What follows belongs to an exercise in optimizing a design on an open flow for small area; a production flow would make more cautious choices.
In this exercise RTL edits were held to simulation tests only and were not proved equivalent to the original.
Power and IR drop assume default switching activity.

yarrow:
==> flow/design.v <==
package capture_pkg;
  localparam int LANES = 4;
  localparam int SAMPLE_WIDTH = 16;
  typedef logic [SAMPLE_WIDTH-1:0] sample_t;
  typedef logic [LANES-1:0][SAMPLE_WIDTH-1:0] lane_bus_t;
  typedef logic [$clog2(LANES+1)-1:0] lane_count_t;
  typedef logic [LANES-1:0] bank_mask_t;
  typedef logic [$clog2(LANES)-1:0] bank_index_t;
  typedef struct packed {
    logic valid;
    lane_bus_t data;
  } capture_in_t;
  typedef struct packed {
    lane_count_t lane_count;
    bank_mask_t full_mask;
    bank_mask_t init_mask;
  } capture_mode_t;
  typedef struct packed {
    sample_t data;
    logic last;
  } stream_beat_t;
endpackage
`timescale 1ns/1ps
module capture_buffer (
  input logic capture_clk,
  input logic capture_reset,
  input logic [64:0] capture_in,
  input logic [2:0] active_channels,
  input logic start,
  input logic stop,
  input logic sw_reset,
  input logic readout_start,
  output logic full,
  output logic [19:0] write_depth,
  output logic [16:0] readout_out,
  output logic readout_valid,
  input logic readout_ready
);
  logic start_q, stop_q, start_edge, stop_edge;
  logic active;
  logic ge2, is4;           
  logic valid_q;            
  logic [3:0] wmask;
  logic [3:0][3:0] waddr;
  logic [3:0] bfull;
  logic readout_done;
  logic start_rise;
  assign start_rise = start & ~start_q & ~active;
  always_ff @(posedge capture_clk) begin
    if (capture_reset) begin
      start_q <= 1'b0;
      stop_q <= 1'b0;
      start_edge <= 1'b0;
      stop_edge <= 1'b0;
    end else begin
      start_q <= start;
      stop_q <= stop;
      start_edge <= start_rise;
      stop_edge <= stop & ~stop_q;
    end
  end
  always_ff @(posedge capture_clk) begin
    if (start_rise) begin
      ge2 <= ~active_channels[0];
      is4 <= active_channels[2];
    end
  end
  always_ff @(posedge capture_clk) begin
    valid_q <= capture_in[64];
  end
  logic [3:0] full_mask, init_mask;
  assign full_mask = {1'b1, ge2, is4, is4};
  assign init_mask = {is4, is4, ge2, 1'b1};
  logic [3:0] wen, last_write;
  always_comb begin
    for (int b = 0; b < 4; b++) begin
      wen[b] = valid_q & active & wmask[b];
      last_write[b] = wen[b] & (&waddr[b]);
    end
  end
  logic group_full_now;
  assign group_full_now = |(last_write & full_mask);
  logic active_d;
  always_comb begin
    if (capture_reset | sw_reset) active_d = 1'b0;
    else if (active) active_d = ~(stop_edge | group_full_now);
    else active_d = start_edge;
  end
  always_ff @(posedge capture_clk) begin
    active <= active_d;
  end
  logic n1, n2;
  assign n1 = ~ge2;
  assign n2 = ge2 & ~is4;
  logic [3:0] set_mask, mask_d;
  assign set_mask[0] = 1'b0;
  assign set_mask[1] = n1 & last_write[0];
  assign set_mask[2] = (n1 & last_write[1]) | (n2 & last_write[0]);
  assign set_mask[3] = (n1 & last_write[2]) | (n2 & last_write[1]);
  always_comb begin
    if (capture_reset | sw_reset) mask_d = 4'b0;
    else if (start_edge) mask_d = init_mask;
    else mask_d = (wmask | set_mask) & ~last_write;
  end
  always_ff @(posedge capture_clk) begin
    wmask <= mask_d;
  end
  logic clr;
  assign clr = capture_reset | sw_reset | readout_done;
  logic [3:0][3:0] waddr_d;
  logic [3:0] bfull_d;
  always_comb begin
    for (int b = 0; b < 4; b++) begin
      if (clr) begin
        waddr_d[b] = 4'd0;
        bfull_d[b] = 1'b0;
      end else begin
        waddr_d[b] = waddr[b] + {3'd0, wen[b]};
        bfull_d[b] = bfull[b] | last_write[b];
      end
    end
  end
  always_ff @(posedge capture_clk) begin
    waddr <= waddr_d;
    bfull <= bfull_d;
  end
  always_ff @(posedge capture_clk) begin
    for (int b = 0; b < 4; b++) begin
      if (capture_reset) write_depth[5*b +: 5] <= 5'd0;
      else write_depth[5*b +: 5] <= bfull[b] ? 5'd16 : {1'b0, waddr[b]};
    end
  end
  assign full = |(bfull & full_mask);
  logic [3:0][15:0] din;
  logic [15:0] lane0, lane1, lane2, lane3;
  assign lane0 = capture_in[15:0];
  assign lane1 = capture_in[31:16];
  assign lane2 = capture_in[47:32];
  assign lane3 = capture_in[63:48];
  assign din[0] = lane0;
  assign din[1] = ge2 ? lane1 : lane0;
  assign din[2] = is4 ? lane2 : lane0;
  assign din[3] = is4 ? lane3 : (ge2 ? lane1 : lane0);
  logic [3:0] bank_we;
  always_comb begin
    for (int b = 0; b < 4; b++) begin
      bank_we[b] = capture_in[64] & active_d & mask_d[b];
    end
  end
  logic [1023:0] mem;
  for (genvar b = 0; b < 4; b++) begin : g_bank
    for (genvar a = 0; a < 16; a++) begin : g_word
      always_ff @(posedge capture_clk) begin
        if (bank_we[b] && waddr_d[b] == a) begin
          mem[(16*b+a)*16 +: 16] <= din[b];
        end
      end
    end
  end
  logic rs_q;
  logic [6:0] rd_cnt;
  logic flush;
  assign flush = capture_reset | sw_reset;
  logic rd_inc;
  assign rd_inc = rd_cnt[6] ? rd_cnt[5] : readout_ready;
  always_ff @(posedge capture_clk) begin
    if (flush) begin
      rs_q <= 1'b0;
      rd_cnt <= 7'd64;
    end else begin
      rs_q <= readout_start;
      if (readout_start & ~rs_q) rd_cnt <= 7'd123;
      else if (rd_inc) rd_cnt <= rd_cnt + 7'd1;
    end
  end
  assign readout_valid = ~rd_cnt[6];
  assign readout_done = ~rd_cnt[6] & readout_ready & (&rd_cnt[5:0]);
  logic [63:0] rsel;
  logic [15:0] rdata;
  always_comb begin
    for (int w = 0; w < 64; w++) rsel[w] = (rd_cnt[5:0] == w);
    rdata = '0;
    for (int w = 0; w < 64; w++) rdata = rdata | (mem[w*16 +: 16] & {16{rsel[w]}});
  end
  assign readout_out = {rdata, &rd_cnt[5:0]};
endmodule
export LEC_CHECK = 0
export CAP_MARGIN = 20
export CORE_MARGIN = 2
export CORE_UTILIZATION = 65
export CTS_BUF_LIST = sky130_fd_sc_hd__clkbuf_4 sky130_fd_sc_hd__clkbuf_8
export CTS_CLUSTER_SIZE = 30
export SLEW_MARGIN = 20
create_clock -name core_clock -period 5.0 [get_ports {capture_clk}]
run.sh (not shown) runs the stock make flow with config.mk's settings and CLKGATE_MAP_FILE= SYNTH_SCRIPT=/design/flow/synth_recipe.tcl, a recipe that flattens the netlist after the stock synthesis.
Every stage of yarrow finished as expected; the final checks, on the other hand, flagged setup timing, which means the layout fails.
Inputs modified between yarrow and garnet:
- an added SETUP_SLACK_MARGIN of 0.35
- a change of CAP_MARGIN from 20 to 10
- a deleted CTS_BUF_LIST that had been sky130_fd_sc_hd__clkbuf_4 sky130_fd_sc_hd__clkbuf_8
- a change of SLEW_MARGIN from 20 to 10
- an added CTS_CLUSTER_DIAMETER of 80
- a change of CORE_UTILIZATION from 65 to 60
==> flow/flow/run.sh (new file) <==
#!/bin/bash
# standard layout, with plain buffers on the ports instead of ORFS's default
# delay-buffer choice; every tool's log stays under orfs/logs, and the make
# output goes to standard.log
set -euo pipefail
export BUFFER_PORTS_ARGS="-buffer_cell sky130_fd_sc_hd__buf_2"
bash standard.sh > standard.log 2>&1
==> flow/standard.sh (new file) <==
#!/bin/bash
# synth_recipe.tcl (not shown) runs the flow's synth.tcl, then flattens the netlist and writes it again
# the make line also repeats each setting of config.mk as NAME=value (left out here)
make -C /OpenROAD-flow-scripts/flow DESIGN_CONFIG=/design/flow/config.mk WORK_HOME=/design/flow/orfs CLKGATE_MAP_FILE= SYNTH_SCRIPT=/design/flow/synth_recipe.tcl "${@:-finish}"
removed: flow/run.sh
Notes after the runs:
- Summary: with yarrow as the reference, floorplan die area in garnet moved up by a little under 10%.
- Cell type of the slowest stage on the worst timing path: sky130_fd_sc_hd__nor2_2 -> yarrow, sky130_fd_sc_hd__or4_1 -> garnet
- Routed wire length (garnet over yarrow): increase, 2.2 mm
- Compared with yarrow, garnet shows a critical path depth that is 1 lower.
- garnet against yarrow; via count of the first global-routing pass is down by a few percent.
- Across garnet and yarrow, a clean result was obtained everywhere but in yarrow.
- Completing all stages was not enough for yarrow: its layout failed the final checks because of setup timing.
- On garnet: part of the power in combinational logic is 0.3 points higher than what yarrow gave.
- Total power: garnet and yarrow compared, lower one is garnet
- When garnet is measured against yarrow, its shortest clock period the worst path allows after layout turns out 0.27 ns lower.
Input changes introduced in fjord (baseline for comparison: garnet):
- CORE_UTILIZATION changed from 60 to 70
--- a/flow/flow/run.sh
+++ b/flow/flow/run.sh
@@ -5,3 +5,3 @@
 set -euo pipefail
-export BUFFER_PORTS_ARGS="-buffer_cell sky130_fd_sc_hd__buf_2"
+export BUFFER_PORTS_ARGS="-buffer_cell sky130_fd_sc_hd__buf_1"
 bash standard.sh > standard.log 2>&1
Notes after the runs:
- When the final numbers for garnet and fjord were put side by side, the first-iteration DRC count turned out to be smaller in garnet.
- fjord falls short of garnet in maximum frequency.
- Setup slack: fjord < garnet
- Delta(ratio of final minimum period to clock period, fjord - garnet) > 0
- Looking at met1 wire length across garnet and fjord, the one that comes out higher is garnet.
- As far as portion of total power attributed to combinational logic is concerned, garnet and fjord perform about the same.
- When the final numbers for garnet and fjord were put side by side, the worst slack at placement turned out to be smaller in garnet.
- Detailed-placement wirelength estimate: fjord vs garnet down about 3%

separate check: timing with driven ports:
No port has a modelled driver above. Below, the same layouts with a new extraction and two added sets of constraints.
Step 1, drivers: a clkbuf_16 drives capture_clk and a buf_2 each remaining input, both assumed.
Step 2 also shifts input and output timing later by t, the mid clock arrival at the registers, as if the neighbouring blocks saw the same clock.
Three values: no drivers, after step 1, after step 2; two values: the first two.
run	t, ns	slack for setup (ns)	worst hold slack (ns)
yarrow	0.892	-0.052 / -0.117 / 0.775	0.388 / 0.388 / 0.388
garnet	0.726	0.221 / 0.149 / 0.497	0.387 / 0.387 / 0.387
fjord	0.695	0.117 / 0.052 / 0.250	0.379 / 0.379 / 0.379
